This is an optimization exercise on Yosys and OpenROAD, whose aim is small area, not a production implementation. Only simulation tests tie the RTL to the original design; equivalence was not proved. No activity file was given, so power comes from the tool's default toggle rates.

==> flow/standard.sh <==
#!/bin/bash
# synth_recipe.tcl (not shown) runs the flow's synth.tcl, then flattens the netlist and writes it again
# the make line also repeats each setting of config.mk as NAME=value (left out here)
make -C /OpenROAD-flow-scripts/flow DESIGN_CONFIG=/design/flow/config.mk WORK_HOME=/design/flow/orfs CLKGATE_MAP_FILE= SYNTH_SCRIPT=/design/flow/synth_recipe.tcl "${@:-finish}"
==> flow/design.v <==
package jac_pkg;
    localparam int ADC_BITS_DEF = 10;
endpackage
module joystick_axes_to_cursor_motion_unit #(
    parameter int ADC_BITS = 10
) (
    input  logic        clk,
    input  logic        rst_n,
    input  logic        s_axis_tvalid,
    output logic        s_axis_tready,
    input  logic [47:0] s_axis_tdata,
    output logic        m_axis_tvalid,
    input  logic        m_axis_tready,
    output logic [39:0] m_axis_tdata,
    input  logic        cfg_we,
    input  logic [2:0]  cfg_addr,
    input  logic [9:0]  cfg_data
);
    localparam logic [4:0] PH_IDLE  = 5'd0;
    localparam logic [4:0] PH_START = 5'd1;
    localparam logic [4:0] PH_N1    = 5'd2;    
    localparam logic [4:0] PH_N2    = 5'd3;    
    localparam logic [4:0] PH_S1    = 5'd4;    
    localparam logic [4:0] PH_S2    = 5'd5;    
    localparam logic [4:0] PH_D1    = 5'd6;    
    localparam logic [4:0] PH_D2    = 5'd7;    
    localparam logic [4:0] PH_M100  = 5'd16;    
    localparam logic [4:0] PH_DIVS  = 5'd25;    
    localparam logic [4:0] PH_LDPCT = 5'd8;   
    localparam logic [4:0] PH_DIVD  = 5'd26;   
    localparam logic [4:0] PH_CLRH  = 5'd9;
    localparam logic [4:0] PH_MULP  = 5'd17;   
    localparam logic [4:0] PH_MULMS = 5'd19;   
    localparam logic [4:0] PH_DIV100= 5'd24;   
    localparam logic [4:0] PH_SFIX  = 5'd10;   
    localparam logic [4:0] PH_EMIT  = 5'd18;   
    localparam logic [4:0] PH_FLAG  = 5'd11;
    localparam logic [4:0] PH_ACC   = 5'd12;
    logic [4:0]  ph, ph_n;
    logic [4:0]  cnt, cnt_n;
    logic [1:0]  axis, lane;
    logic [22:0] z;
    logic [9:0]  m;
    logic        neg, zero, seen;
    logic [6:0]  acnt, cval;
    logic [9:0]  org [4];
    logic [9:0]  amin, amax;
    logic [7:0]  mspd, sdiv;
    logic [29:0] outr;    
    logic        oval;
    logic [9:0]  r_i, o_i;
    logic [7:0]  d_eff;
    logic [12:0] f;
    logic [11:0] y;
    logic        sub, rev;
    logic [12:0] sum;
    logic [13:0] cy;
    logic [8:0]  vc;
    logic [5:0]  cb;
    logic [7:0]  ac;
    logic [6:0]  acnt_inc;
    logic [12:0] xa, yb;
    logic        ge;
    logic [6:0]  pctfix, sfix;
    logic        mb, ebit;
    logic [7:0]  v, vabs;
    logic        v_gt, v_lt, v_nz;
    logic [6:0]  cnew;
    logic        report;
    logic        last, last3;
    assign lane   = {axis[1], axis[1] ? axis[0] : !axis[0]};
    assign r_i    = s_axis_tdata[lane*10 +: 10];
    assign o_i    = org[lane];
    assign d_eff  = (sdiv == 8'd0) ? 8'd1 : sdiv;
    assign f      = z[22:10];
    assign report = outr[29];
    assign last   = (cnt == 5'd0);
    always_comb
    begin
        ac[0] = 1'b1;
        for (int i = 0; i < 7; i++)
        begin
            acnt_inc[i] = acnt[i] ^ ac[i];
            ac[i+1]     = acnt[i] & ac[i];
        end
    end
    assign last3  = (ph == PH_EMIT) && (axis == 2'd3);
    always_comb
    begin
        if (ph[4])
        begin
            case (ph[1:0])
                2'd0:    y = {8'd100, 4'd0};
                2'd1:    y = {1'b0, m, 1'b0};
                2'd2:    y = {3'd0, d_eff, 1'b0};
                default: y = {mspd, 4'd0};
            endcase
            sub = ph[3] && !f[12];
            rev = 1'b0;
        end
        else
        begin
            y   = {1'b0, o_i, 1'b0};
            rev = neg && (ph == PH_S2 || ph == PH_D2);
            sub = !rev;
        end
        xa     = rev ? ~f : f;
        yb     = sub ? ~{1'b0, y} : {1'b0, y};
        cy[0]  = sub | rev;
        for (int i = 0; i < 13; i++)
        begin
            sum[i]  = xa[i] ^ yb[i] ^ cy[i];
            cy[i+1] = (xa[i] & yb[i]) | (cy[i] & (xa[i] ^ yb[i]));
        end
        ge  = !sum[12];
    end
    always_comb
    begin
        pctfix = zero ? 7'd0 : ((z[7] || z[6:0] >= 7'd100) ? 7'd100 : z[6:0]);
        sfix   = !report ? 7'd0 : ((z[14:7] != 8'd0) ? 7'd127 : z[6:0]);
        ebit   = z[0] ^ (neg & seen);
        mb     = (ph == PH_EMIT) ? ebit : z[0];
        v      = z[10:3];
        v_gt   = !v[7] && (v[6:0] > 7'd5);
        v_lt   = v[7] && (v[6:0] < 7'd123);
        v_nz   = v != 8'd0;
        vc[0]  = v[7];
        for (int i = 0; i < 8; i++)
        begin
            vabs[i]  = (v[i] ^ v[7]) ^ vc[i];
            vc[i+1]  = (v[i] ^ v[7]) & vc[i];
        end
        cnew   = (vabs >= 8'd99) ? 7'd99 : vabs[6:0];
    end
    always_comb
    begin
        ph_n  = ph;
        cb[0] = 1'b1;
        for (int i = 0; i < 5; i++)
        begin
            cnt_n[i] = cnt[i] ^ cb[i];
            cb[i+1]  = !cnt[i] & cb[i];
        end
        case (ph)
            PH_IDLE:   if (s_axis_tvalid && !oval) ph_n = PH_START;
            PH_START:  ph_n = (acnt == 7'd100) ? PH_N1 : PH_SFIX;
            PH_N1:     ph_n = PH_N2;
            PH_N2:     ph_n = PH_S1;
            PH_S1:     ph_n = PH_S2;
            PH_S2:     ph_n = PH_D1;
            PH_D1:     ph_n = PH_D2;
            PH_D2:     begin ph_n = PH_M100; cnt_n = 5'd20; end
            PH_M100:   if (last) begin ph_n = PH_DIVS; cnt_n = 5'd7; end
            PH_DIVS:   if (last) ph_n = PH_LDPCT;
            PH_LDPCT:  begin ph_n = PH_DIVD; cnt_n = 5'd7; end
            PH_DIVD:   if (last) ph_n = PH_CLRH;
            PH_CLRH:   begin ph_n = PH_MULP; cnt_n = 5'd10; end
            PH_MULP:   if (last) begin ph_n = PH_MULMS; cnt_n = 5'd13; end
            PH_MULMS:  if (last) begin ph_n = PH_DIV100; cnt_n = 5'd14; end
            PH_DIV100: if (last) ph_n = PH_SFIX;
            PH_SFIX:   begin ph_n = PH_EMIT; cnt_n = 5'd7; end
            PH_EMIT:   if (last) ph_n = PH_FLAG;
            PH_FLAG:   ph_n = (axis == 2'd3) ? PH_ACC : (report ? PH_N1 : PH_SFIX);
            PH_ACC:    ph_n = PH_IDLE;
            default:   ph_n = PH_IDLE;
        endcase
    end
    assign s_axis_tready = (ph == PH_ACC);
    always_ff @(posedge clk or negedge rst_n)
    begin
        if (!rst_n)
        begin
            ph   <= PH_IDLE;
            oval <= 1'b0;
            acnt <= 7'd0;
            cval <= 7'd0;
            for (int i = 0; i < 4; i++)
                org[i] <= 10'd512;
            amin <= 10'd0;
            amax <= 10'd1023;
            mspd <= 8'd2;
            sdiv <= 8'd20;
        end
        else
        begin
            ph <= ph_n;
            if (ph == PH_ACC)
            begin
                oval <= 1'b1;
                acnt <= report ? cval : acnt_inc;
            end
            else if (m_axis_tready)
                oval <= 1'b0;
            if (ph == PH_FLAG && v_nz && !axis[1])
                cval <= cnew;
            if (cfg_we)
            begin
                case (cfg_addr)
                    3'd0: org[0] <= cfg_data;
                    3'd1: org[1] <= cfg_data;
                    3'd2: org[2] <= cfg_data;
                    3'd3: org[3] <= cfg_data;
                    3'd4: amin   <= cfg_data;
                    3'd5: amax   <= cfg_data;
                    3'd6: mspd   <= cfg_data[7:0];
                    3'd7: sdiv   <= cfg_data[7:0];
                    default: ;
                endcase
            end
        end
    end
    always_ff @(posedge clk)
    begin
        cnt <= cnt_n;
        if (ph[4])
        begin
            if (ph[3])
                z <= {sum[11:0], z[9:0], ge};
            else
                z <= (mb && !last3) ? {1'b0, sum, z[9:1]} : {1'b0, last3 & ebit, f[11:0], z[9:1]};
        end
        case (ph)
            PH_START:
            begin
                outr[29] <= acnt == 7'd100;
                outr[28] <= !s_axis_tdata[40];
                axis     <= 2'd0;
            end
            PH_N1:     z <= {2'b0, r_i, 11'd0};
            PH_N2:     neg <= !ge;
            PH_S1:     z <= {2'b0, neg ? amin : amax, 11'd0};
            PH_S2:
            begin
                m    <= sum[10:1];
                zero <= !ge || (sum[10:1] == 10'd0);
            end
            PH_D1:     z <= {2'b0, r_i, 11'd0};
            PH_D2:     z[22:10] <= sum;
            PH_LDPCT:
            begin
                z <= {12'd0, pctfix, 4'd0};
                m <= {3'd0, pctfix};
            end
            PH_CLRH:   z[22:10] <= 13'd0;
            PH_SFIX:
            begin
                z    <= {16'd0, sfix};
                seen <= 1'b0;
            end
            PH_FLAG:
            begin
                axis <= {axis[1] ^ axis[0], !axis[0]};
                if (axis == 2'd0)
                begin
                    outr[26] <= v_gt;
                    outr[27] <= v_lt;
                end
                if (axis == 2'd1)
                begin
                    outr[24] <= v_gt;
                    outr[25] <= v_lt;
                end
            end
            default: ;
        endcase
        if (ph == PH_EMIT)
        begin
            if (axis != 2'd3)
                outr[23:0] <= {ebit, outr[23:1]};
            seen       <= seen | z[0];
        end
    end
    assign m_axis_tvalid = oval;
    assign m_axis_tdata  = {2'b00, outr[29:28], outr[27:24], z[21:14], outr[23:16], outr[7:0], outr[15:8]};
endmodule
==> flow/flow/run.sh <==
#!/bin/bash
set -euo pipefail
bash standard.sh \
  "BUFFER_PORTS_ARGS=-buffer_cell sky130_fd_sc_hd__buf_1" \
  "CTS_ARGS=-sink_clustering_enable -repair_clock_nets -dont_use_dummy_load -buf_list sky130_fd_sc_hd__clkbuf_8" \
  finish > run_standard.log 2>&1
==> flow/constraint.sdc <==
create_clock -name core_clock -period 8.0 [get_ports {clk}]
set_input_delay 1.6000 -clock core_clock [delete_from_list [all_inputs] [get_ports {clk}]]
set_output_delay 1.6000 -clock core_clock [all_outputs]
set_load 0.01 [all_outputs]
==> flow/config.mk <==
export PLATFORM = sky130hd
export DESIGN_NAME = joystick_axes_to_cursor_motion_unit
export DESIGN_NICKNAME = joystick_axes_to_cursor_motion_unit
export VERILOG_FILES = /design/flow/design.v
export SDC_FILE = /design/flow/constraint.sdc
export NUM_CORES = 4
export LEC_CHECK = 0
export CAP_MARGIN = 20
export CORE_MARGIN = 2
export CORE_UTILIZATION = 65
export SLEW_MARGIN = 20
==> key figures, run 1 <==
Floorplan
  • Row cnt: 43
  • Die footprint: around 15,000 sq um
  • IO Pins: between 100 and 150
  • Core ar.: 14,000 sq um
  • Die Span X: 124 um
  • Initial Util: 67.0%
  • Die Y: 124 um

Synth
  • FFs w/ async S/R, synth: between 50% and 60%
  • Cell taking the most area after synthesis: edfxtp_1
  • Proportion of synthesized chip area in sequential cells: 48.7%
  • Synth top area share: 21.8%
  • Synth Flop Type: dfrtp_1
  • Post-synth EDFFs: 68
  • Syn Inst Count: 826
  • Synth warn: 2
  • Syn_area_per_cell: between 10 and 15 sq um
  • Mapped cell area: 9370 sq um
  • Largest cells by area after synthesis: edfxtp_1 (22%), dfrtp_1 (21%), mux2_2 (8.2%), dfstp_2 (4.8%), mux2i_1 (4.4%)
  • Synthesized flop and latch total: between 150 and 200
  • Synth cell types: just under 70

Global routing
  • Largest net degree at the start of global routing: 79
  • Vias in the first global route: approximately 6,600
  • Total global routing overflow: 0
  • Total global routing track utilization: 30.2%
  • First-pass GRT wire length: around 35 mm
  • Initial antenna violation count: 0

Placement
  • HPWL after DPL: 16.2 mm
  • Port Buffer Count: 98
  • Dpl ws: 1.11 ns
  • RePlAce Congestion: 0.944

Finish
  • Antenna diode instance count: 0
  • Nets@finish: 999
  • Layout cell share with drive strength beyond 1: 15.6%
  • Commonest non-fill, non-tap cell in the layout: buf_1
  • Most frequent cells in the layout: buf_1 (97), dfrtp_1 (79), mux2_2 (68), edfxtp_1 (68), nand2_1 (55)
  • Area growth, synth to finish: 6.83%

Critical path
  • Worst path cell trace: inv_1 -> ha_1 -> a222oi_1 -> mux2i_1 -> o21ai_0 -> xnor2_1 -> fa_1 -> fa_1 -> fa_1 -> fa_1 -> fa_1 -> fa_1 -> fa_1 -> inv_1 -> fa_1 -> fa_1 -> fa_1 -> fa_1 -> xor2_1 -> inv_1 -> a311oi_1 -> a21oi_1
  • Crit path launch type: flop
  • CP required: 8.18 ns
  • CP max stage cell: edfxtp_1
  • Worst path top cell family by delay: adder cells
  • Worst Setup SP: axis[1]
  • CP max stage delay: 0.83 ns
  • Critical R2R Launch: axis[1]
  • Arr. time, crit path: ~7.3 ns
  • Critical path buffers and inverters: 3
  • Most frequent CP cell: fa_1
  • CP Max Fanout: 15
  • Setup crit end kind: flop
  • Setup CP Type: reg2reg

Timing
  • Max frequency: 140 MHz
  • Final Setup Violations: 0
  • Min Tclk post-route: 7.12 ns
  • Number of failing hold endpoints at the final stage: 0
  • Setup TNS: 0 ns
  • Final worst clock skew: 0.0283 ns
  • Crit share post-route: 89.0%
  • Setup ws final: 0.880 ns
  • Slew margin rel.: 27.4%
  • Unrepaired setup endpoints after global routing: false
  • Max-slew violation count: 0
  • Slew @ Worst Pin: 1.08 ns

Clock tree
  • Total clock sinks: 169
  • Worst skew pair latency: between 0.4 and 0.5 ns
  • Cts hold-fix bufs: 0
  • H-Tree Level Count: 4
  • Post_cts resized: 0
  • CTS clk-pin slew, worst paths: about 0.08 ns
  • Number of setup buffers added after CTS: 0
  • TritonCTS Buffers: 17
  • Clk root buf: clkbuf_8
  • TritonCTS clock tree: built
  • CTS Buffer Depth: 2

Route
  • Vias/cell: ~6.4
  • Pre-antenna DRT Iters: 5
  • Post-DRT Antenna Nets: 0
  • Total Wirelength: 22.7 mm
  • Iteration-0 DRC count of the detailed router: ~650
  • DR DRC count: 0
  • Wirelength per Cell: 21.1 um
  • Vias: 6,918

Pwr
  • LEAKAGE: 3.93 nW
  • VDD IR max: around 0.24 mV
  • Power per cell area: 465 nW/um^2

Hold path
  • Hold path start: outr[12]
  • Type of the worst min-delay path: reg2reg

Status
  • Outcome: complete, no violations

Job
  • Max Cap Violations: 0
==> synthesized netlist by cell type (5+ instances only) <==
| cell | number |
|---|---|
| a22oi_1 | 12 |
| xnor2_1 | 18 |
| nor3_1 | 8 |
| ha_1 | 24 |
| mux2_2 | 68 |
| nor2b_1 | 10 |
| a21oi_1 | 39 |
| nor4_1 | 7 |
| buf_2 | 15 |
| edfxtp_1 | 68 |
| mux4_2 | 10 |
| fa_1 | 12 |
| nor2_1 | 47 |
| dfstp_2 | 17 |
| buf_1 | 6 |
| mux2i_1 | 41 |
| a221oi_1 | 19 |
| dfxtp_1 | 5 |
| dfrtp_1 | 79 |
| xor2_1 | 15 |
| nand2_1 | 55 |
| clkbuf_1 | 26 |
| o21ai_0 | 47 |
| inv_1 | 41 |
| nand3_1 | 20 |
| buf_4 | 14 |
| nand2b_1 | 8 |
| o22ai_1 | 7 |
| a31oi_1 | 9 |
| o211ai_1 | 11 |
==> stage by stage <==
step,utilization [%],hold WS (ns),total power (W),instance area (sq um),instances
after floorplan,-,0.469,0.00346,9370,827
after global placement,69.8,0.430,0.00405,9770,1058
after detailed placement,69.8,0.435,0.00412,9770,1058
after CTS,71.5,0.454,0.00460,10000,1075
after global routing,71.5,0.473,0.00497,10000,1075
final,71.5,0.453,0.00465,10000,1075
==> power by group <==
| part | switching, W | leakage [nW] | internal, W |
|---|---|---|---|
| clock network | 0.000268 | 0.122 | 0.000188 |
| logic | 0.00159 | 1.98 | 0.00106 |
| registers | 0.000211 | 1.83 | 0.00133 |
==> cell type report <==
cell class                 instances  area (sq um)
inverter                          41           154
sequential                       169          4570
timing repair buffer             114           492
tap                              180           225
multi-input combinational        554          4340
fill                            1028          3980
clock buffer                      17           234
==> logic make-up after synthesis <==
| kind of cell | count (synthesis) | share of synthesized area [%] |
|---|---|---|
| AO/OA/AOI/OAI | 179 | 12.6 |
| multiplexers | 119 | 15.0 |
| AND/OR/NAND/NOR | 185 | 9.74 |
| flip-flops | 169 | 48.7 |
| XOR/XNOR | 33 | 3.09 |
| other | 1 | 0.0400 |
| buffers and inverters | 104 | 5.09 |
| adder cells (fa/ha/maj) | 36 | 5.77 |
==> path summary, 6_finish.rpt <==
| path | endpoint | slack, ns | cells past startpoint |
|---|---|---|---|
| min in group asynchronous | acnt[6] | 1.05 | 1 |
| worst min-delay path | outr[11] | 0.45 | 0 |
| worst min register to register | outr[11] | 0.45 | 0 |
| worst max register to register | z[21] | 0.88 | 22 |
| worst max-delay path | z[21] | 0.88 | 22 |
| max in group asynchronous | mspd[3] | 5.68 | 2 |
==> metal layers <==
layer  vias to the layer above  global-route usage, %  routed length (um)
li1                       3141                      -                   -
met2                       324                   49.2               11200
met5                         -                      0                   0
met4                         0                   10.6                 591
met3                        45                   4.99                1540
met1                      3408                   41.3                9360
==> registers in the layout, indices dropped and copies added (netlist names), 8 cells and up <==
register / flops
m: 10
z: 23
outr: 30
amin: 10
mspd: 8
org: 40
amax: 10
sdiv: 8
==> worst register-to-register path, cell delays in order (launching register included) <==
cell and delay, ns:
edfxtp_1 0.83, inv_1 0.22, ha_1 0.40, a222oi_1 0.31, mux2i_1 0.13, o21ai_0 0.20
xnor2_1 0.11, fa_1 0.45, fa_1 0.40, fa_1 0.39, fa_1 0.39, fa_1 0.40
fa_1 0.42, fa_1 0.39, inv_1 0.08, fa_1 0.18, fa_1 0.21, fa_1 0.21
fa_1 0.19, xor2_1 0.35, inv_1 0.15, a311oi_1 0.33, a21oi_1 0.11
==> run 2: changes to the inputs <==
--- a/flow/design.v
+++ b/flow/design.v
@@ -29,5 +29,4 @@
     localparam logic [4:0] PH_LDPCT = 5'd8;   
     localparam logic [4:0] PH_DIVD  = 5'd26;   
-    localparam logic [4:0] PH_CLRH  = 5'd9;
     localparam logic [4:0] PH_MULP  = 5'd17;   
     localparam logic [4:0] PH_MULMS = 5'd19;   
@@ -40,5 +39,6 @@
     logic [4:0]  cnt, cnt_n;
     logic [1:0]  axis, lane;
-    logic [22:0] z;
+    logic [22:0] z, znext;
+    logic        zhold;
     logic [9:0]  m;
     logic        neg, zero, seen;
@@ -135,4 +135,27 @@
     always_comb
     begin
+        if (ph[4] && ph[3])
+        begin
+            if (ph == PH_DIVD && last)
+                znext = {12'd0, z[9:0], ge};
+            else
+                znext = {sum[11:0], z[9:0], ge};
+        end
+        else
+        begin
+            case (ph)
+                PH_N1, PH_D1: znext = {2'b0, r_i, 11'd0};
+                PH_S1:        znext = {2'b0, neg ? amin : amax, 11'd0};
+                PH_D2:        znext = {sum, 10'd0};
+                PH_LDPCT:     znext = {12'd0, pctfix, 4'd0};
+                PH_SFIX:      znext = {16'd0, sfix};
+                default:      znext = (mb && !last3) ? {1'b0, sum, z[9:1]}
+                                                     : {1'b0, last3 & ebit, f[11:0], z[9:1]};
+            endcase
+        end
+    end
+    assign zhold = (ph == PH_IDLE) || (ph == PH_START) || (ph == PH_FLAG) || (ph == PH_ACC);
+    always_comb
+    begin
         ph_n  = ph;
         cb[0] = 1'b1;
@@ -154,6 +177,5 @@
             PH_DIVS:   if (last) ph_n = PH_LDPCT;
             PH_LDPCT:  begin ph_n = PH_DIVD; cnt_n = 5'd7; end
-            PH_DIVD:   if (last) ph_n = PH_CLRH;
-            PH_CLRH:   begin ph_n = PH_MULP; cnt_n = 5'd10; end
+            PH_DIVD:   if (last) begin ph_n = PH_MULP; cnt_n = 5'd10; end
             PH_MULP:   if (last) begin ph_n = PH_MULMS; cnt_n = 5'd13; end
             PH_MULMS:  if (last) begin ph_n = PH_DIV100; cnt_n = 5'd14; end
@@ -213,11 +235,9 @@
     begin
         cnt <= cnt_n;
-        if (ph[4])
-        begin
-            if (ph[3])
-                z <= {sum[11:0], z[9:0], ge};
-            else
-                z <= (mb && !last3) ? {1'b0, sum, z[9:1]} : {1'b0, last3 & ebit, f[11:0], z[9:1]};
-        end
+        z[22]    <= znext[22];
+        z[13:0]  <= znext[13:0];
+        if (!zhold)
+            z[21:14] <= znext[21:14];
+        seen <= (ph != PH_SFIX) && (seen || z[0]);
         case (ph)
             PH_START:
@@ -227,7 +247,5 @@
                 axis     <= 2'd0;
             end
-            PH_N1:     z <= {2'b0, r_i, 11'd0};
             PH_N2:     neg <= !ge;
-            PH_S1:     z <= {2'b0, neg ? amin : amax, 11'd0};
             PH_S2:
             begin
@@ -235,17 +253,5 @@
                 zero <= !ge || (sum[10:1] == 10'd0);
             end
-            PH_D1:     z <= {2'b0, r_i, 11'd0};
-            PH_D2:     z[22:10] <= sum;
-            PH_LDPCT:
-            begin
-                z <= {12'd0, pctfix, 4'd0};
-                m <= {3'd0, pctfix};
-            end
-            PH_CLRH:   z[22:10] <= 13'd0;
-            PH_SFIX:
-            begin
-                z    <= {16'd0, sfix};
-                seen <= 1'b0;
-            end
+            PH_LDPCT:  m <= {3'd0, pctfix};
             PH_FLAG:
             begin
@@ -268,5 +274,4 @@
             if (axis != 2'd3)
                 outr[23:0] <= {ebit, outr[23:1]};
-            seen       <= seen | z[0];
         end
     end
==> key figures, run 2 <==
Global routing
  • First-pass GRT wire length: 36.1 mm (was 35.1 mm)
  • Vias in the first global route: 6,722 (was 6,627)
  • Initial antenna violation count: 0 (unchanged)
  • Total global routing track utilization: 31.5% (was 30.2%)
  • Total global routing overflow: 0 (unchanged)
  • Largest net degree at the start of global routing: 81 (was 79)

Status
  • Outcome: complete, no violations (unchanged)

Synth
  • List of most frequent post-synthesis cells: dfrtp_1 (79), mux2_2 (74), edfxtp_1 (59) (was dfrtp_1 (79), edfxtp_1 (68), mux2_2 (68))
  • Mapped cell area: 9310 sq um (was 9370 sq um)
  • Synthesized flop and latch total: 169 (unchanged)
  • Synth warn: 2 (unchanged)
  • Syn Inst Count: 821 (was 826)
  • Synth cell types: 80 (was 68)
  • Post-synth EDFFs: 59 (was 68)
  • Proportion of synthesized chip area in sequential cells: 48.1% (was 48.7%)
  • Syn_area_per_cell: 11.3 sq um (about the same)
  • Count leader, synth: dfrtp_1 (unchanged)
  • FFs w/ async S/R, synth: 56.8% (unchanged)
  • Cell taking the most area after synthesis: dfrtp_1 (was edfxtp_1)
  • Largest cells by area after synthesis: dfrtp_1 (21%), edfxtp_1 (19%), mux2_2 (8.9%), dfstp_2 (4.8%), ha_1 (3.2%) (was edfxtp_1 (22%), dfrtp_1 (21%), mux2_2 (8.2%), dfstp_2 (4.8%), mux2i_1 (4.4%))
  • Synth Flop Type: dfrtp_1 (unchanged)
  • Synth top area share: 21.2% (was 21.8%)

Floorplan
  • Die Y: 124 um (about the same)
  • Initial Util: 66.8% (was 67.0%)
  • Row cnt: 43 (unchanged)
  • Core ar.: 13,900 sq um (was 14,000 sq um)
  • IO Pins: 108 (unchanged)
  • Die Span X: 124 um (about the same)
  • Die footprint: 15,300 sq um (was 15,400 sq um)

Pwr
  • Clock power share: 17.1% (was 9.8%)
  • Cell Int Power: 0.00168 W (was 0.00258 W)
  • Sw Ratio: 36.2% (was 44.5%)
  • Power per cell area: 265 nW/um^2 (was 465 nW/um^2)
  • P_sw: 0.000955 W (was 0.00207 W)
  • Sequential power share: 45.9% (was 33.2%)
  • Gate power share: 37.0% (was 57.0%)
  • LEAKAGE: 4.00 nW (was 3.93 nW)
  • VDD IR max: 0.158 mV (was 0.237 mV)

Timing
  • Slew margin rel.: 31.4% (was 27.4%)
  • Unrepaired setup endpoints after global routing: false (unchanged)
  • Number of failing hold endpoints at the final stage: 0 (unchanged)
  • Crit share post-route: 89.2% (was 89.0%)
  • Setup ws final: 0.865 ns (was 0.880 ns)
  • Final Setup Violations: 0 (unchanged)
  • Min Tclk post-route: 7.14 ns (was 7.12 ns)
  • Setup TNS: 0 ns (unchanged)
  • Slew @ Worst Pin: 1.03 ns (was 1.08 ns)
  • Max frequency: 140 MHz (about the same)
  • Max-slew violation count: 0 (unchanged)
  • Final worst clock skew: 0.0311 ns (was 0.0283 ns)

Clock tree
  • Worst skew pair latency: 0.46 ns (about the same)
  • Number of setup buffers added after CTS: 0 (unchanged)
  • H-Tree Level Count: 4 (unchanged)
  • Clk root buf: clkbuf_8 (unchanged)
  • TritonCTS Buffers: 17 (unchanged)
  • TritonCTS clock tree: built (unchanged)
  • CTS clk-pin slew, worst paths: 0.10 ns (was 0.08 ns)
  • Post_cts resized: 0 (unchanged)
  • Total clock sinks: 169 (unchanged)
  • CTS Buffer Depth: 2 (unchanged)
  • Cts hold-fix bufs: 0 (unchanged)

Critical path
  • CP Max Fanout: 15 (unchanged)
  • Reg2reg end: z[21] (unchanged)
  • Setup crit end kind: flop (unchanged)
  • CP max stage delay: 0.82 ns (was 0.83 ns)
  • CP required: 8.21 ns (was 8.18 ns)
  • Most frequent CP cell: fa_1 (unchanged)
  • Crit path depth: 24 (was 22)
  • Crit path launch type: flop (unchanged)
  • Critical path buffers and inverters: 4 (was 3)
  • Reg2Reg Depth: 24 (was 22)
  • Worst path cell trace: inv_1 -> ha_1 -> a222oi_1 -> nand2_1 -> o21ai_0 -> o21ai_0 -> xnor2_1 -> fa_1 -> fa_1 -> fa_1 -> fa_1 -> fa_1 -> fa_1 -> fa_1 -> inv_1 -> fa_1 -> inv_1 -> fa_1 -> inv_1 -> fa_1 -> fa_1 -> xor2_1 -> o21ai_0 -> a31o_1 (was inv_1 -> ha_1 -> a222oi_1 -> mux2i_1 -> o21ai_0 -> xnor2_1 -> fa_1 -> fa_1 -> fa_1 -> fa_1 -> fa_1 -> fa_1 -> fa_1 -> inv_1 -> fa_1 -> fa_1 -> fa_1 -> fa_1 -> xor2_1 -> inv_1 -> a311oi_1 -> a21oi_1)
  • CP max stage cell: edfxtp_1 (unchanged)
  • Worst path top cell family by delay: adder cells (unchanged)
  • Worst Setup SP: axis[1] (unchanged)
  • R2R setup slack: 0.86 ns (was 0.88 ns)
  • Arr. time, crit path: 7.35 ns (was 7.30 ns)
  • Setup CP Type: reg2reg (unchanged)
  • CP endpoint: z[21] (unchanged)
  • Critical R2R Launch: axis[1] (unchanged)

Finish
  • Nets@finish: 990 (was 999)
  • Layout cell share with drive strength beyond 1: 17.0% (was 15.6%)
  • Antenna diode instance count: 0 (unchanged)
  • Fillers: 1,007 (was 1,028)
  • Sequential Area: 4480 sq um (was 4570 sq um)
  • Max reg flops: 40 (unchanged)
  • Biggest register: org (unchanged)
  • Most frequent cells in the layout: buf_1 (97), dfrtp_1 (79), mux2_2 (74) (was buf_1 (97), dfrtp_1 (79), mux2_2 (68), edfxtp_1 (68), nand2_1 (55))
  • Commonest non-fill, non-tap cell in the layout: buf_1 (unchanged)
  • Largest regs: org x40, outr x30, z x23 (unchanged)
  • Multi-input gate area: 4380 sq um (was 4340 sq um)
  • Area growth, synth to finish: 6.74% (was 6.83%)

Route
  • Wirelength per Cell: 21.6 um (was 21.1 um)
  • Total Wirelength: 23.1 mm (was 22.7 mm)
  • Iteration-0 DRC count of the detailed router: 664 (was 648)
  • Vias/cell: 6.54 (was 6.44)
  • Post-DRT Antenna Nets: 0 (unchanged)
  • Vias: 6,974 (was 6,918)
  • Pre-antenna DRT Iters: 5 (unchanged)
  • DR DRC count: 0 (unchanged)

Placement
  • Port Buffer Count: 98 (unchanged)
  • HPWL after DPL: 16.9 mm (was 16.2 mm)
  • Dpl ws: 0.991 ns (was 1.11 ns)
  • RePlAce Congestion: 0.959 (was 0.944)

Hold path
  • Type of the worst min-delay path: reg2reg (unchanged)
  • Hold path cells: 0 (unchanged)

Job
  • Max Cap Violations: 0 (unchanged)
-- run 2: changes by cell type after synthesis, moves of 9 or more --
| cell | previous run | this run |
|---|---|---|
| a21oi_1 | 39 | 56 |
| dfxtp_1 | 5 | 14 |
| edfxtp_1 | 68 | 59 |
| mux2i_1 | 41 | 18 |
| nor2_1 | 47 | 56 |
| o21ai_0 | 47 | 22 |
-- run 2: area by class of cell --
type | count | share of cell area [%]
Clock buffer | 17 | 2.35
Inverter | 38 | 1.43
Multi-Input combinational cell | 549 | 44.1
Sequential cell | 169 | 45.0
Tap cell | 180 | 2.27
Timing Repair Buffer | 113 | 4.87
-- run 2: metrics by stage --
step	power, W	std cells	utilization, %	cell area (sq um)	hold slack, ns
after floorplan	0.00187	822	-	9320	0.437
final	0.00264	1066	71.3	9940	0.460
after global routing	0.00277	1066	71.3	9940	0.460
after CTS	0.00262	1066	71.3	9930	0.458
after detailed placement	0.00217	1049	69.6	9700	0.435
after global placement	0.00216	1049	69.6	9700	0.432
-- run 2: worst min-delay path by stage --
stage	startpoint	endpoint
after floorplan	cnt[0]	cnt[0]
after global placement	outr[14]	outr[13]
after detailed placement	outr[9]	outr[8]
after CTS	outr[9]	outr[8]
after global routing	outr[14]	outr[13]
final	outr[9]	outr[8]
-- run 2: kinds of logic (layout without fill, tap and decap cells) --
kind of cell,Yosys count,in the layout,synth area share [%]
other,1,2,0.0403
muxes,103,103,13.4
buffers and inverters,104,168,5.10
adders and majority gates,37,37,5.91
AOI/OAI and AO/OA,185,185,14.0
and+or+nand+nor,189,189,10.4
DFF,169,169,48.1
xor gates and xnor gates,33,33,3.10
-- run 2: worst reg2reg max path, cell delays in order, from the launching register on --
cell,delay (ns)
edfxtp_1,0.82
inv_1,0.22
ha_1,0.40
a222oi_1,0.36
nand2_1,0.08
o21ai_0,0.08
o21ai_0,0.13
xnor2_1,0.17
fa_1,0.41
fa_1,0.39
fa_1,0.40
fa_1,0.39
fa_1,0.39
fa_1,0.39
fa_1,0.37
inv_1,0.08
fa_1,0.16
inv_1,0.05
fa_1,0.36
inv_1,0.09
fa_1,0.20
fa_1,0.26
xor2_1,0.34
o21ai_0,0.14
a31o_1,0.23
-- run 2: layer usage --
layer	routed length [um]	GRT usage, %
met5	0	0
met4	741	13.6
met3	1480	5.04
met2	11400	51.2
met1	9490	42.1
-- run 2: power groups by stage --
| stage | Combinational [W] | Sequential [W] | Clock (W) |
|---|---|---|---|
| 2_1_floorplan | 0.000708 | 0.00116 | 0 |
| 3_3_place_gp | 0.000942 | 0.00121 | 0 |
| 3_5_place_dp | 0.000949 | 0.00122 | 0 |
| 4_1_cts | 0.000961 | 0.00121 | 0.000457 |
| 5_1_grt | 0.00106 | 0.00122 | 0.000489 |
| 6_report | 0.000976 | 0.00121 | 0.000452 |
==> run 3: changes to the inputs <==
--- a/flow/design.v
+++ b/flow/design.v
@@ -72,5 +72,5 @@
     assign r_i    = s_axis_tdata[lane*10 +: 10];
     assign o_i    = org[lane];
-    assign d_eff  = (sdiv == 8'd0) ? 8'd1 : sdiv;
+    assign d_eff  = sdiv;
     assign f      = z[22:10];
     assign report = outr[29];
@@ -226,5 +226,5 @@
                     3'd5: amax   <= cfg_data;
                     3'd6: mspd   <= cfg_data[7:0];
-                    3'd7: sdiv   <= cfg_data[7:0];
+                    3'd7: sdiv   <= {cfg_data[7:1], cfg_data[0] | (cfg_data[7:1] == 7'd0)};
                     default: ;
                 endcase
--- a/flow/config.mk
+++ b/flow/config.mk
@@ -6,4 +6,5 @@
 export NUM_CORES = 4
 export LEC_CHECK = 0
+export ABC_AREA = 1
 export CAP_MARGIN = 20
 export CORE_MARGIN = 2
==> key figures, run 3 <==
Finish
  • Max reg flops: 40 (unchanged)
  • Post-Route Utilization: 69.9% (was 71.3%)
  • Most frequent cells in the layout: nand2_1 (310), o21ai_0 (126), inv_1 (100) (was buf_1 (97), dfrtp_1 (79), mux2_2 (74))
  • Sequential Area: 4480 sq um (unchanged)
  • Biggest register: org (unchanged)
  • Area growth, synth to finish: 6.23% (was 6.74%)
  • Layout cell share with drive strength beyond 1: 7.44% (was 17.0%)
  • Multi-input gate area: 4250 sq um (was 4380 sq um)
  • Antenna diode instance count: 0 (unchanged)
  • Commonest non-fill, non-tap cell in the layout: nand2_1 (was buf_1)
  • Fillers: 1,258 (was 1,007)
  • Nets@finish: 1,300 (was 990)
  • Design Area, Final: 10,000 sq um (was 9940 sq um)
  • Largest regs: org x40, outr x30, z x23 (unchanged)

Floorplan
  • Die Span X: 125 um (was 124 um)
  • IO Pins: 108 (unchanged)
  • Die Y: 125 um (was 124 um)
  • Initial Util: 65.8% (was 66.8%)
  • Die footprint: 15,500 sq um (was 15,300 sq um)
  • Row cnt: 44 (was 43)
  • Core ar.: 14,400 sq um (was 13,900 sq um)

Hold path
  • Hold path cells: 0 (unchanged)
  • Hold path start: outr[18] (was outr[9])
  • Type of the worst min-delay path: reg2reg (unchanged)
  • Hold EP: outr[17] (was outr[8])

Critical path
  • Reg2reg end: z[21] (unchanged)
  • Worst path top cell family by delay: adder cells (unchanged)
  • Setup crit end kind: flop (unchanged)
  • Most frequent CP cell: fa_1 (unchanged)
  • CP max stage delay: 0.77 ns (was 0.82 ns)
  • Setup CP Type: reg2reg (unchanged)
  • Critical path buffers and inverters: 6 (was 4)
  • Reg2Reg Depth: 26 (was 24)
  • CP Max Fanout: 18 (was 15)
  • Crit path launch type: flop (unchanged)
  • Arr. time, crit path: 7.23 ns (was 7.35 ns)
  • CP required: 8.22 ns (was 8.21 ns)
  • Critical R2R Launch: axis[1] (unchanged)
  • CP max stage cell: edfxtp_1 (unchanged)
  • R2R setup slack: 0.99 ns (was 0.86 ns)

Placement
  • RePlAce Congestion: 0.953 (was 0.959)
  • HPWL after DPL: 17.0 mm (was 16.9 mm)
  • Dpl cell area: 9810 sq um (was 9700 sq um)
  • Port Buffer Count: 98 (unchanged)

Route
  • Total Wirelength: 23.6 mm (was 23.1 mm)
  • Vias/cell: 5.73 (was 6.54)
  • Vias: 7,904 (was 6,974)
  • DR DRC count: 0 (unchanged)
  • Iteration-0 DRC count of the detailed router: 744 (was 664)
  • Post-DRT Antenna Nets: 0 (unchanged)
  • Pre-antenna DRT Iters: 6 (was 5)
  • Wirelength per Cell: 17.1 um (was 21.6 um)

Synth
  • Post-synth EDFFs: 59 (unchanged)
  • Proportion of synthesized chip area in sequential cells: 47.3% (was 48.1%)
  • FFs w/ async S/R, synth: 56.8% (unchanged)
  • Syn Inst Count: 1,130 (was 821)
  • Syn_area_per_cell: 8.37 sq um (was 11.3 sq um)
  • Mapped cell area: 9460 sq um (was 9310 sq um)
  • Synth cell types: 44 (was 80)
  • Largest cells by area after synthesis: dfrtp_1 (21%), edfxtp_1 (19%), nand2_1 (12%), o21ai_0 (6.7%), dfstp_2 (4.7%) (was dfrtp_1 (21%), edfxtp_1 (19%), mux2_2 (8.9%), dfstp_2 (4.8%), ha_1 (3.2%))
  • List of most frequent post-synthesis cells: nand2_1 (310), o21ai_0 (126), inv_1 (100) (was dfrtp_1 (79), mux2_2 (74), edfxtp_1 (59))
  • Synth warn: 2 (unchanged)
  • Cell taking the most area after synthesis: dfrtp_1 (unchanged)
  • Synth top area share: 20.9% (was 21.2%)
  • Synthesized flop and latch total: 169 (unchanged)
  • Count leader, synth: nand2_1 (was dfrtp_1)
  • Synth Flop Type: dfrtp_1 (unchanged)

Timing
  • Min Tclk post-route: 7.01 ns (was 7.14 ns)
  • Number of failing hold endpoints at the final stage: 0 (unchanged)
  • Slew @ Worst Pin: 0.893 ns (was 1.03 ns)
  • Crit share post-route: 87.6% (was 89.2%)
  • Setup TNS: 0 ns (unchanged)
  • Slew margin rel.: 40.5% (was 31.4%)
  • Final worst clock skew: 0.0381 ns (was 0.0311 ns)
  • Max-slew violation count: 0 (unchanged)
  • Unrepaired setup endpoints after global routing: false (unchanged)
  • Final Setup Violations: 0 (unchanged)
  • Max frequency: 143 MHz (was 140 MHz)

Global routing
  • Total global routing track utilization: 31.6% (was 31.5%)
  • First-pass GRT wire length: 38.5 mm (was 36.1 mm)
  • Initial antenna violation count: 0 (unchanged)
  • Vias in the first global route: 7,444 (was 6,722)
  • Total global routing overflow: 0 (unchanged)
  • Largest net degree at the start of global routing: 71 (was 81)

Clock tree
  • Number of setup buffers added after CTS: 0 (unchanged)
  • CTS clk-pin slew, worst paths: 0.10 ns (about the same)
  • Total clock sinks: 169 (unchanged)
  • H-Tree Level Count: 4 (unchanged)
  • Clk root buf: clkbuf_8 (unchanged)
  • Post_cts resized: 0 (unchanged)
  • Cts hold-fix bufs: 0 (unchanged)
  • Worst skew pair latency: 0.48 ns (was 0.46 ns)
  • TritonCTS Buffers: 17 (unchanged)
  • TritonCTS clock tree: built (unchanged)
  • CTS Buffer Depth: 2 (unchanged)

Pwr
  • VDD IR max: 0.199 mV (was 0.158 mV)
  • Tot Pwr: 0.00419 W (was 0.00264 W)
  • LEAKAGE: 4.56 nW (was 4.00 nW)
  • Power per cell area: 417 nW/um^2 (was 265 nW/um^2)

Status
  • Outcome: complete, no violations (unchanged)

Job
  • Max Cap Violations: 0 (unchanged)
## run 3: cell count changes after synthesis, sizes merged, moves of 10 or more
cell	before	now
nor2	57	74
nand3	23	79
a221oi	18	0
o21ai	26	135
inv	38	118
mux2i	18	6
nand4	3	24
a21oi	56	41
nand2	55	319
mux2	75	0
mux4	10	0
## run 3: power by group
group | leakage [nW] | switching, W | internal, W | total, W
combinational | 2.58 | 0.00154 | 0.000759 | 0.00230
clock | 0.122 | 0.000270 | 0.000188 | 0.000458
sequential | 1.87 | 0.000198 | 0.00124 | 0.00144
## run 3: area by class of cell
| class | instances | area share (%) |
|---|---|---|
| repair buffers | 103 | 4.07 |
| clock buffers | 17 | 2.33 |
| multi-input cells | 788 | 42.3 |
| inverters | 119 | 4.50 |
| flip-flops and latches | 169 | 44.6 |
| well taps | 184 | 2.29 |
## run 3: metal layers
metal	global-route usage (%)	part of all wire, %	vias to the layer above
met2	49.5	47	316
met5	0	0	-
met4	13.3	3.3	0
met1	43.1	43	3691
met3	6.62	7.1	54
li1	-	-	3843
## run 3: through the flow
stage | setup WS (ns) | cells | hold WS [ns]
final | 0.993 | 1380 | 0.435
after global routing | 0.633 | 1380 | 0.448
after CTS | 1.07 | 1380 | 0.430
after detailed placement | 1.09 | 1363 | 0.436
after global placement | 1.22 | 1363 | 0.428
after floorplan | 1.89 | 1131 | 0.448
## run 3: how the worst max path moves through the flow
stage | startpoint | endpoint | slack, ns | cells past startpoint
final | axis[1] | z[21] | 0.99 | 26
after CTS | axis[1] | z[21] | 1.07 | 26
after floorplan | axis[1] | z[21] | 1.89 | 25
after global placement | axis[1] | z[21] | 1.22 | 26
after global routing | axis[1] | z[21] | 0.63 | 26
after detailed placement | axis[1] | z[21] | 1.09 | 26
## run 3: cells by family (layout without fill, tap and decap cells)
kind of cell | Yosys count | count (layout) | share of synthesized area, %
flip-flops | 169 | 169 | 47.3
adder cells (fa/ha/maj) | 36 | 36 | 5.72
multiplexers | 6 | 6 | 0.635
buffers and inverters | 174 | 239 | 7.90
XOR/XNOR | 32 | 32 | 2.96
other | 1 | 2 | 0.0397
AND/OR/NAND/NOR | 507 | 507 | 23.9
AO/OA/AOI/OAI | 205 | 205 | 11.6
==> run 4: changes to the inputs <==
--- a/flow/config.mk
+++ b/flow/config.mk
@@ -6,5 +6,4 @@
 export NUM_CORES = 4
 export LEC_CHECK = 0
-export ABC_AREA = 1
 export CAP_MARGIN = 20
 export CORE_MARGIN = 2
==> key figures, run 4 <==
Floorplan
  • Die Y: 123 um (was 125 um)
  • Core ar.: 13,800 sq um (was 14,400 sq um)
  • IO Pins: 108 (unchanged)
  • Die footprint: 15,100 sq um (was 15,500 sq um)
  • Die Span X: 123 um (was 125 um)
  • Row cnt: 43 (was 44)
  • Initial Util: 66.5% (was 65.8%)

Global routing
  • Total global routing overflow: 0 (unchanged)
  • GR Util met1: 39.3% (was 43.1%)
  • First-pass GRT wire length: 33.7 mm (was 38.5 mm)
  • Met3 Resource Use GR: 5.03% (was 6.62%)
  • M2 GR Usage: 50.1% (was 49.5%)
  • Vias in the first global route: 6,518 (was 7,444)
  • Largest net degree at the start of global routing: 83 (was 71)
  • Initial antenna violation count: 0 (unchanged)
  • Layer with the highest usage: met2 (unchanged)
  • Total global routing track utilization: 29.6% (was 31.6%)

Timing
  • Crit share post-route: 88.7% (was 87.6%)
  • Max frequency: 141 MHz (was 143 MHz)
  • Number of failing hold endpoints at the final stage: 0 (unchanged)
  • Slew @ Worst Pin: 0.998 ns (was 0.893 ns)
  • Final Setup Violations: 0 (unchanged)
  • Final worst clock skew: 0.0248 ns (was 0.0381 ns)
  • Setup TNS: 0 ns (unchanged)
  • Max-slew violation count: 0 (unchanged)
  • Slew margin rel.: 33.1% (was 40.5%)
  • Hold WS: 0.454 ns (was 0.435 ns)
  • Min Tclk post-route: 7.10 ns (was 7.01 ns)
  • Unrepaired setup endpoints after global routing: false (unchanged)

Clock tree
  • Worst skew pair latency: 0.45 ns (was 0.48 ns)
  • CTS clk-pin slew, worst paths: 0.09 ns (was 0.10 ns)
  • TritonCTS Buffers: 17 (unchanged)
  • Number of setup buffers added after CTS: 0 (unchanged)
  • TritonCTS clock tree: built (unchanged)
  • H-Tree Level Count: 4 (unchanged)
  • Clk root buf: clkbuf_8 (unchanged)
  • CTS Buffer Depth: 2 (unchanged)
  • Cts hold-fix bufs: 0 (unchanged)
  • Total clock sinks: 169 (unchanged)
  • Post_cts resized: 0 (unchanged)

Placement
  • Cells after DPL: 1,037 (was 1,363)
  • HPWL after DPL: 15.8 mm (was 17.0 mm)
  • Port Buffer Count: 98 (unchanged)
  • Dpl cell area: 9600 sq um (was 9810 sq um)
  • RePlAce Congestion: 0.940 (was 0.953)

Finish
  • Commonest non-fill, non-tap cell in the layout: buf_1 (was nand2_1)
  • Max reg flops: 40 (unchanged)
  • Biggest register: org (unchanged)
  • Antenna diode instance count: 0 (unchanged)
  • Most frequent cells in the layout: buf_1 (97), dfrtp_1 (79), mux2_2 (78) (was nand2_1 (310), o21ai_0 (126), inv_1 (100))
  • Final std cells w/o fill: 1,054 (was 1,380)
  • Nets@finish: 978 (was 1,300)
  • Design Area, Final: 9840 sq um (was 10,000 sq um)
  • Fillers: 1,017 (was 1,258)
  • Layout cell share with drive strength beyond 1: 16.7% (was 7.44%)
  • Area growth, synth to finish: 6.99% (was 6.23%)
  • Largest regs: org x40, outr x30, z x23 (unchanged)

Pwr
  • Clock power share: 10.2% (was 10.9%)
  • VDD IR max: 0.295 mV (was 0.199 mV)
  • Power per cell area: 448 nW/um^2 (was 417 nW/um^2)
  • LEAKAGE: 3.86 nW (was 4.56 nW)
  • Sw Ratio: 43.2% (was 47.8%)
  • Tot Pwr: 0.00441 W (was 0.00419 W)
  • Sequential power share: 34.5% (was 34.3%)
  • Cell Int Power: 0.00251 W (was 0.00219 W)
  • P_sw: 0.00190 W (was 0.00200 W)
  • Gate power share: 55.2% (was 54.8%)

Route
  • Vias: 6,648 (was 7,904)
  • DR DRC count: 0 (unchanged)
  • Total Wirelength: 21.7 mm (was 23.6 mm)
  • Post-DRT Antenna Nets: 0 (unchanged)
  • Pre-antenna DRT Iters: 7 (was 6)
  • Wirelength per Cell: 20.6 um (was 17.1 um)
  • Vias/cell: 6.31 (was 5.73)
  • Iteration-0 DRC count of the detailed router: 805 (was 744)

Critical path
  • Setup CP Type: reg2reg (unchanged)
  • Setup crit end kind: flop (unchanged)
  • Arr. time, crit path: 7.29 ns (was 7.23 ns)
  • Crit path launch type: flop (unchanged)
  • CP Max Fanout: 15 (was 18)
  • CP required: 8.19 ns (was 8.22 ns)

Synth
  • Synth warn: 2 (unchanged)
  • FFs w/ async S/R, synth: 56.8% (unchanged)
  • Cell taking the most area after synthesis: dfrtp_1 (unchanged)
  • Synth Flop Type: dfrtp_1 (unchanged)
  • Synthesized flop and latch total: 169 (unchanged)
  • Count leader, synth: dfrtp_1 (was nand2_1)
  • Synth top area share: 21.5% (was 20.9%)
  • List of most frequent post-synthesis cells: dfrtp_1 (79), mux2_2 (78), nand2_1 (61) (was nand2_1 (310), o21ai_0 (126), inv_1 (100))
  • Syn_area_per_cell: 11.3 sq um (was 8.37 sq um)
  • Post-synth EDFFs: 59 (unchanged)
  • Proportion of synthesized chip area in sequential cells: 48.7% (was 47.3%)
  • Synth cell types: 65 (was 44)
  • Mapped cell area: 9200 sq um (was 9460 sq um)
  • Syn Inst Count: 811 (was 1,130)
  • Largest cells by area after synthesis: dfrtp_1 (21%), edfxtp_1 (19%), mux2_2 (9.5%), dfstp_2 (4.9%), mux2i_1 (3.5%) (was dfrtp_1 (21%), edfxtp_1 (19%), nand2_1 (12%), o21ai_0 (6.7%), dfstp_2 (4.7%))

Hold path
  • Type of the worst min-delay path: reg2reg (unchanged)

Job
  • Max Cap Violations: 0 (unchanged)

Status
  • Outcome: complete, no violations (unchanged)
## run 4: changes by cell type in the layout (fill, tap and decap cells not counted), sizes merged, moves of 18 or more
cell	before	now
nand2	319	61
o21ai	135	50
inv	118	40
mux2	0	78
nand3	79	12
nor2	74	41
mux2i	6	32
nand4	24	4
a222oi	0	18
## run 4: path summary, 6_finish.rpt
kind / start / to / slack (ns) / cells after the start
max in group asynchronous: rst_n / amin[7] / 6.01 / 2
max reg2reg: axis[1] / z[21] / 0.90 / 24
max: axis[1] / z[21] / 0.90 / 24
min in group asynchronous: rst_n / acnt[5] / 1.02 / 1
min reg2reg: outr[12] / outr[11] / 0.45 / 0
min: outr[12] / outr[11] / 0.45 / 0
## run 4: cell families (layout without fill, tap and decap cells)
logic type | after synthesis | in the layout | synth area share (%)
DFF | 169 | 169 | 48.7
xor gates and xnor gates | 33 | 33 | 3.14
AOI/OAI and AO/OA | 166 | 166 | 12.2
and+or+nand+nor | 179 | 179 | 9.51
adders and majority gates | 36 | 36 | 5.88
muxes | 120 | 120 | 15.5
buffers and inverters | 107 | 169 | 5.07
other | 1 | 2 | 0.0408
## run 4: routing by layer
layer / routed length (um) / part of all wire [%]
met1: 8830 / 41
met2: 11000 / 51
met3: 1470 / 6.8
met4: 351 / 1.6
met5: 0 / 0
## run 4: per-stage QoR
step / utilization (%) / setup WS, ns
after floorplan: - / 1.55
after global placement: 69.5 / 1.10
after detailed placement: 69.5 / 0.957
after CTS: 71.2 / 0.956
after global routing: 71.2 / 0.519
final: 71.2 / 0.901
## run 4: layout make-up
class / instances / area, sq um / share of cell area (%)
clock buffers: 17 / 234 / 2.38
multi-input cells: 536 / 4280 / 43.5
well taps: 180 / 225 / 2.29
repair buffers: 112 / 480 / 4.88
inverters: 40 / 150 / 1.53
flip-flops and latches: 169 / 4480 / 45.5
## run 4: critical path: stages, from the launching register on
cell and delay, ns:
edfxtp_1 0.84, inv_1 0.22, ha_1 0.40, a222oi_1 0.39, mux2i_1 0.12, o21ai_0 0.21
xnor2_1 0.12, fa_1 0.43, fa_1 0.40, fa_1 0.40, fa_1 0.40, fa_1 0.40
fa_1 0.40, fa_1 0.37, inv_1 0.07, fa_1 0.16, inv_1 0.06, fa_1 0.38
inv_1 0.09, fa_1 0.21, fa_1 0.25, xnor2_1 0.20, inv_1 0.09, a21oi_1 0.13
o31ai_1 0.09
## run 4: power groups by stage
stage / Sequential (W) / Clock [W] / Combinational [W]
finish: 0.00152 / 0.000452 / 0.00244
global route: 0.00155 / 0.000492 / 0.00267
CTS: 0.00152 / 0.000459 / 0.00240
detailed placement: 0.00153 / 0 / 0.00240
global placement: 0.00151 / 0 / 0.00231
floorplan: 0.00142 / 0 / 0.00188
==> run 5: changes to the inputs <==
--- a/flow/config.mk
+++ b/flow/config.mk
@@ -9,3 +9,5 @@
 export CORE_MARGIN = 2
 export CORE_UTILIZATION = 65
+export GPL_ROUTABILITY_DRIVEN = 0
+export GPL_TIMING_DRIVEN = 0
 export SLEW_MARGIN = 20
==> key figures, run 5 <==
Floorplan
  • Initial Util: 66.5% (unchanged)
  • IO Pins: 108 (unchanged)
  • Row cnt: 43 (unchanged)
  • Die footprint: 15,100 sq um (unchanged)
  • Die Y: 123 um (unchanged)
  • Core ar.: 13,800 sq um (unchanged)
  • Die Span X: 123 um (unchanged)

Pwr
  • LEAKAGE: 3.96 nW (was 3.86 nW)
  • Power per cell area: 449 nW/um^2 (was 448 nW/um^2)
  • VDD IR max: 0.257 mV (was 0.295 mV)

Finish
  • Commonest non-fill, non-tap cell in the layout: buf_1 (unchanged)
  • Nets@finish: 1,034 (was 978)
  • Antenna diode instance count: 0 (unchanged)
  • Layout cell share with drive strength beyond 1: 16.5% (was 16.7%)
  • Largest regs: org x40, outr x30, z x23 (unchanged)
  • Design Area, Final: 10,100 sq um (was 9840 sq um)
  • Max reg flops: 40 (unchanged)
  • Final std cells w/o fill: 1,110 (was 1,054)
  • Most frequent cells in the layout: buf_1 (98), dfrtp_1 (79), mux2_2 (78) (was buf_1 (97), dfrtp_1 (79), mux2_2 (78))
  • Fillers: 1,014 (was 1,017)
  • Biggest register: org (unchanged)
  • Area growth, synth to finish: 9.77% (was 6.99%)

Clock tree
  • H-Tree Level Count: 4 (unchanged)
  • CTS Buffer Depth: 2 (unchanged)
  • Clk root buf: clkbuf_8 (unchanged)
  • TritonCTS Buffers: 17 (unchanged)
  • Worst skew pair latency: 0.47 ns (was 0.45 ns)
  • CTS clk-pin slew, worst paths: 0.09 ns (about the same)
  • Number of setup buffers added after CTS: 0 (unchanged)
  • Total clock sinks: 169 (unchanged)
  • TritonCTS clock tree: built (unchanged)

Timing
  • Setup TNS: 0 ns (unchanged)
  • Unrepaired setup endpoints after global routing: false (unchanged)
  • Setup ws final: 0.597 ns (was 0.901 ns)
  • Max frequency: 135 MHz (was 141 MHz)
  • Slew margin rel.: 36.3% (was 33.1%)
  • Final Setup Violations: 0 (unchanged)
  • Crit share post-route: 92.5% (was 88.7%)
  • Min Tclk post-route: 7.40 ns (was 7.10 ns)
  • Slew @ Worst Pin: 0.955 ns (was 0.998 ns)
  • Final worst clock skew: 0.0300 ns (was 0.0248 ns)
  • Number of failing hold endpoints at the final stage: 0 (unchanged)
  • Hold WS: 0.451 ns (was 0.454 ns)
  • Max-slew violation count: 0 (unchanged)

Critical path
  • Crit path launch type: flop (unchanged)
  • Setup CP Type: reg2reg (unchanged)
  • Most frequent CP cell: fa_1 (unchanged)
  • CP Max Fanout: 10 (was 15)
  • Arr. time, crit path: 7.62 ns (was 7.29 ns)
  • Setup crit end kind: flop (unchanged)
  • R2R setup slack: 0.60 ns (was 0.90 ns)
  • CP required: 8.22 ns (was 8.19 ns)
  • CP max stage delay: 0.51 ns (was 0.84 ns)
  • CP max stage cell: or4_1 (was edfxtp_1)
  • Worst path cell trace: clkbuf_2 -> inv_1 -> ha_1 -> clkbuf_1 -> a222oi_1 -> mux2i_1 -> o21ai_0 -> xnor2_1 -> fa_1 -> fa_1 -> fa_1 -> fa_1 -> fa_1 -> fa_1 -> fa_1 -> inv_1 -> fa_1 -> inv_1 -> fa_1 -> inv_1 -> fa_1 -> inv_1 -> or4_1 -> o41ai_1 (was inv_1 -> ha_1 -> a222oi_1 -> mux2i_1 -> o21ai_0 -> xnor2_1 -> fa_1 -> fa_1 -> fa_1 -> fa_1 -> fa_1 -> fa_1 -> fa_1 -> inv_1 -> fa_1 -> inv_1 -> fa_1 -> inv_1 -> fa_1 -> fa_1 -> xnor2_1 -> inv_1 -> a21oi_1 -> o31ai_1)

Route
  • Vias: 7,046 (was 6,648)
  • DR DRC count: 0 (unchanged)
  • Iteration-0 DRC count of the detailed router: 767 (was 805)
  • Vias/cell: 6.35 (was 6.31)
  • Pre-antenna DRT Iters: 6 (was 7)
  • Wirelength per Cell: 20.2 um (was 20.6 um)
  • Total Wirelength: 22.4 mm (was 21.7 mm)
  • Post-DRT Antenna Nets: 0 (unchanged)

Placement
  • Dpl ws: 0.401 ns (was 0.957 ns)
  • HPWL after DPL: 16.6 mm (was 15.8 mm)
  • Port Buffer Count: 95 (was 98)
  • Cells after DPL: 1,093 (was 1,037)
  • Dpl cell area: 9860 sq um (was 9600 sq um)

Hold path
  • Type of the worst min-delay path: reg2reg (unchanged)

Synth
  • FFs w/ async S/R, synth: 56.8% (unchanged)
  • Count leader, synth: dfrtp_1 (unchanged)
  • Post-synth EDFFs: 59 (unchanged)
  • Synth top area share: 21.5% (unchanged)
  • Mapped cell area: 9200 sq um (unchanged)
  • Synth cell types: 65 (unchanged)
  • Largest cells by area after synthesis: dfrtp_1 (21%), edfxtp_1 (19%), mux2_2 (9.5%), dfstp_2 (4.9%), mux2i_1 (3.5%) (unchanged)
  • Syn_area_per_cell: 11.3 sq um (unchanged)
  • Syn Inst Count: 811 (unchanged)
  • Synth warn: 2 (unchanged)
  • List of most frequent post-synthesis cells: dfrtp_1 (79), mux2_2 (78), nand2_1 (61) (unchanged)
  • Synth Flop Type: dfrtp_1 (unchanged)
  • Synthesized flop and latch total: 169 (unchanged)
  • Cell taking the most area after synthesis: dfrtp_1 (unchanged)
  • Proportion of synthesized chip area in sequential cells: 48.7% (unchanged)

Global routing
  • Vias in the first global route: 6,890 (was 6,518)
  • First-pass GRT wire length: 35.7 mm (was 33.7 mm)
  • Initial antenna violation count: 0 (unchanged)
  • Total global routing track utilization: 31.2% (was 29.6%)
  • Largest net degree at the start of global routing: 37 (was 83)
  • Total global routing overflow: 0 (unchanged)

Job
  • Max Cap Violations: 0 (unchanged)

Status
  • Outcome: complete, no violations (unchanged)
-- run 5: final timing paths --
path	from	to	cells after the start
max reg2reg	axis[1]	zero	24
max in group asynchronous	rst_n	amax[6]	2
max	axis[1]	zero	24
min	outr[2]	outr[1]	0
min in group asynchronous	rst_n	org[0][7]	1
min reg2reg	outr[2]	outr[1]	0
-- run 5: cells by family (layout without fill, tap and decap cells) --
family / count (synthesis) / count (layout) / synth area share [%]
xor+xnor: 33 / 33 / 3.14
mux: 120 / 120 / 15.5
buf+inv: 107 / 225 / 5.07
simple gates: 179 / 179 / 9.51
other cells: 1 / 2 / 0.0408
fa+ha+maj: 36 / 36 / 5.88
flops: 169 / 169 / 48.7
compound gates: 166 / 166 / 12.2
-- run 5: power by group --
group	switching, W	internal, W
clock network	0.000262	0.000187
logic	0.00154	0.00109
registers	0.000160	0.00129
-- run 5: cell type report --
cell class                 instances  area (sq um)  share of cell area [%]
inverter                          40           150                    1.49
sequential                       169          4480                    44.3
multi-input combinational        536          4270                    42.3
timing repair buffer             101           423                    4.19
clock buffer                      17           234                    2.32
buffer                            67           318                    3.15
tap                              180           225                    2.23
-- run 5: layer usage --
metal  part of all wire [%]  routed length (um)  global-route usage [%]  vias up
met3                    7.5                1680                    7.38       55
met5                      0                   0                       0        -
met1                     40                8930                    41.0     3489
li1                       -                   -                       -     3169
met2                     49               11000                    49.5      333
met4                    3.6                 812                    14.1        0
-- run 5: repair_timing --
item,4_1_cts,5_1_grt
hold buffers,0,0
setup endpoints to repair,0,1
gates resized for setup,0,2
-- run 5: per-stage QoR --
step	total power, W	util (%)
after floorplan	0.00330	-
after global placement	0.00393	70.8
after detailed placement	0.00403	71.3
after CTS	0.00449	73.0
after global routing	0.00486	73.0
final	0.00453	73.0
-- run 5: critical path, delay by kind of cell (launching register included) --
kind | cells | cell delay (ns)
AO/OA/AOI/OAI | 3 | 1.06
multiplexers | 1 | 0.18
AND/OR/NAND/NOR | 1 | 0.51
adder cells (fa/ha/maj) | 11 | 3.71
flip-flops | 1 | 0.50
buffers and inverters | 7 | 1.07
XOR/XNOR | 1 | 0.13
==> run 6: changes to the inputs <==
--- a/flow/config.mk
+++ b/flow/config.mk
@@ -6,8 +6,6 @@
 export NUM_CORES = 4
 export LEC_CHECK = 0
-export CAP_MARGIN = 20
+export CAP_MARGIN = 0
 export CORE_MARGIN = 2
 export CORE_UTILIZATION = 65
-export GPL_ROUTABILITY_DRIVEN = 0
-export GPL_TIMING_DRIVEN = 0
-export SLEW_MARGIN = 20
+export SLEW_MARGIN = 0
==> key figures, run 6 <==
Status
  • Outcome: complete, no violations (unchanged)

Pwr
  • LEAKAGE: 3.86 nW (was 3.96 nW)
  • VDD IR max: 0.289 mV (was 0.257 mV)
  • Power per cell area: 449 nW/um^2 (about the same)

Route
  • Wirelength per Cell: 20.7 um (was 20.2 um)
  • DR top layer: met4 (unchanged)
  • Pre-antenna DRT Iters: 7 (was 6)
  • DR WL met2: 11.0 mm (about the same)
  • Vias/cell: 6.31 (was 6.35)
  • Metal1 wirelength: 8.97 mm (was 8.93 mm)
  • Met3 wire length: 1.47 mm (was 1.68 mm)
  • Vias: 6,646 (was 7,046)
  • Iteration-0 DRC count of the detailed router: 737 (was 767)
  • DR DRC count: 0 (unchanged)
  • Post-DRT Antenna Nets: 0 (unchanged)
  • Total Wirelength: 21.8 mm (was 22.4 mm)

Placement
  • RePlAce Congestion: around 0.94
  • Dpl cell area: 9600 sq um (was 9860 sq um)
  • HPWL after DPL: 15.8 mm (was 16.6 mm)
  • Port Buffer Count: 98 (was 95)

Synth
  • List of most frequent post-synthesis cells: dfrtp_1 (79), mux2_2 (78), nand2_1 (61) (unchanged)
  • Synthesized flop and latch total: 169 (unchanged)
  • Proportion of synthesized chip area in sequential cells: 48.7% (unchanged)
  • Post-synth EDFFs: 59 (unchanged)
  • Syn_area_per_cell: 11.3 sq um (unchanged)
  • FFs w/ async S/R, synth: 56.8% (unchanged)
  • Cell taking the most area after synthesis: dfrtp_1 (unchanged)
  • Synth Flop Type: dfrtp_1 (unchanged)
  • Largest cells by area after synthesis: dfrtp_1 (21%), edfxtp_1 (19%), mux2_2 (9.5%), dfstp_2 (4.9%), mux2i_1 (3.5%) (unchanged)
  • Mapped cell area: 9200 sq um (unchanged)
  • Synth top area share: 21.5% (unchanged)
  • Syn Inst Count: 811 (unchanged)
  • Synth cell types: 65 (unchanged)
  • Synth warn: 2 (unchanged)
  • Count leader, synth: dfrtp_1 (unchanged)

Clock tree
  • Total clock sinks: 169 (unchanged)
  • Clk root buf: clkbuf_8 (unchanged)
  • Worst skew pair latency: 0.45 ns (was 0.47 ns)
  • TritonCTS Buffers: 17 (unchanged)
  • CTS Buffer Depth: 2 (unchanged)
  • H-Tree Level Count: 4 (unchanged)
  • TritonCTS clock tree: built (unchanged)
  • Cts hold-fix bufs: 0 (unchanged)
  • Post_cts resized: 0 (unchanged)
  • CTS clk-pin slew, worst paths: 0.09 ns (about the same)
  • Number of setup buffers added after CTS: 0 (unchanged)

Timing
  • Hold WS: 0.455 ns (was 0.451 ns)
  • Max frequency: 140 MHz (was 135 MHz)
  • Min Tclk post-route: 7.12 ns (was 7.40 ns)
  • Setup TNS: 0 ns (unchanged)
  • Crit share post-route: 89.0% (was 92.5%)
  • Number of failing hold endpoints at the final stage: 0 (unchanged)
  • Slew @ Worst Pin: 1.03 ns (was 0.955 ns)
  • Final Setup Violations: 0 (unchanged)
  • Max-slew violation count: 0 (unchanged)
  • Slew margin rel.: 31.1% (was 36.3%)
  • Final worst clock skew: 0.0242 ns (was 0.0300 ns)
  • Unrepaired setup endpoints after global routing: false (unchanged)

Floorplan
  • Die Y: 123 um (unchanged)
  • IO Pins: 108 (unchanged)
  • Row cnt: 43 (unchanged)
  • Die Span X: 123 um (unchanged)
  • Die footprint: 15,100 sq um (unchanged)
  • Initial Util: 66.5% (unchanged)
  • Core ar.: 13,800 sq um (unchanged)

Finish
  • Most frequent cells in the layout: buf_1 (97), dfrtp_1 (79), mux2_2 (78) (was buf_1 (98), dfrtp_1 (79), mux2_2 (78))
  • Area growth, synth to finish: 6.95% (was 9.77%)
  • Antenna diode instance count: 0 (unchanged)
  • Layout cell share with drive strength beyond 1: 16.7% (was 16.5%)
  • Max reg flops: 40 (unchanged)
  • Biggest register: org (unchanged)
  • Nets@finish: 978 (was 1,034)
  • Largest regs: org x40, outr x30, z x23 (unchanged)
  • Commonest non-fill, non-tap cell in the layout: buf_1 (unchanged)
  • Design Area, Final: 9840 sq um (was 10,100 sq um)

Critical path
  • Setup CP Type: reg2reg (unchanged)
  • Arr. time, crit path: 7.30 ns (was 7.62 ns)
  • CP Max Fanout: 15 (was 10)
  • Setup crit end kind: flop (unchanged)
  • Crit path launch type: flop (unchanged)
  • Reg2Reg Depth: 24 (unchanged)
  • CP required: 8.18 ns (was 8.22 ns)

Global routing
  • Initial antenna violation count: 0 (unchanged)
  • Total global routing overflow: 0 (unchanged)
  • Total global routing track utilization: 29.6% (was 31.2%)
  • Largest net degree at the start of global routing: 83 (was 37)
  • Vias in the first global route: 6,518 (was 6,890)
  • First-pass GRT wire length: 33.7 mm (was 35.7 mm)

Hold path
  • Type of the worst min-delay path: reg2reg (unchanged)
  • Hold path cells: 0 (unchanged)

Job
  • Max Cap Violations: 0 (unchanged)
run 6: through the flow:
step / cells / total power, W / setup WS, ns / utilization, %
floorplan: 812 / 0.00330 / 1.55 / -
finish: 1054 / 0.00442 / 0.882 / 71.2
detailed placement: 1037 / 0.00393 / 0.957 / 69.5
CTS: 1054 / 0.00437 / 0.956 / 71.2
global route: 1054 / 0.00471 / 0.519 / 71.2
global placement: 1037 / 0.00383 / 1.10 / 69.5
run 6: area by class of cell:
type,count,area (sq um)
multi-input cells,536,4280
repair buffers,112,477
flip-flops and latches,169,4480
well taps,180,225
fillers,1018,3990
clock buffers,17,234
inverters,40,150
run 6: cells by family (layout without fill, tap and decap cells):
group / count (synthesis) / in the layout / synth area share [%]
adder cells (fa/ha/maj): 36 / 36 / 5.88
other: 1 / 2 / 0.0408
XOR/XNOR: 33 / 33 / 3.14
AO/OA/AOI/OAI: 166 / 166 / 12.2
AND/OR/NAND/NOR: 179 / 179 / 9.51
buffers and inverters: 107 / 169 / 5.07
flip-flops: 169 / 169 / 48.7
multiplexers: 120 / 120 / 15.5
run 6: worst max-delay path: stages (launching register included):
cell	delay (ns)
edfxtp_1	0.84
inv_1	0.22
ha_1	0.40
a222oi_1	0.40
mux2i_1	0.13
o21ai_0	0.21
xnor2_1	0.12
fa_1	0.43
fa_1	0.40
fa_1	0.40
fa_1	0.39
fa_1	0.40
fa_1	0.40
fa_1	0.37
inv_1	0.07
fa_1	0.16
inv_1	0.06
fa_1	0.38
inv_1	0.09
fa_1	0.21
fa_1	0.25
xnor2_1	0.19
inv_1	0.10
a21oi_1	0.13
o31ai_1	0.09
run 6: worst paths after layout:
kind | slack, ns | endpoint | startpoint
worst min-delay path | 0.45 | outr[11] | outr[12]
min in group asynchronous | 1.01 | acnt[5] | rst_n
worst max-delay path | 0.88 | z[21] | axis[1]
worst max register to register | 0.88 | z[21] | axis[1]
worst min register to register | 0.45 | outr[11] | outr[12]
max in group asynchronous | 5.69 | amin[7] | rst_n
run 6: routing by layer:
| metal | global-route usage [%] | vias up |
|---|---|---|
| li1 | - | 3056 |
| met2 | 50.1 | 285 |
| met3 | 5.03 | 27 |
| met1 | 39.3 | 3278 |
| met4 | 9.05 | 0 |
| met5 | 0 | - |
run 6: power breakdown:
| group | switching (W) | total [W] | leakage, nW | internal [W] |
|---|---|---|---|---|
| registers | 0.000231 | 0.00152 | 1.83 | 0.00129 |
| clock network | 0.000264 | 0.000452 | 0.122 | 0.000188 |
| logic | 0.00142 | 0.00245 | 1.91 | 0.00103 |
| total | 0.00191 | 0.00442 | 3.86 | 0.00251 |

Re-timed with assumed drivers on the ports (clkbuf_16 on the clock, buf_2 on other inputs), run 6 has 0.882 ns of setup slack against 0.882 ns with ideal ports, and 0.882 ns once port delays also move by the mid clock arrival of 0.483 ns.
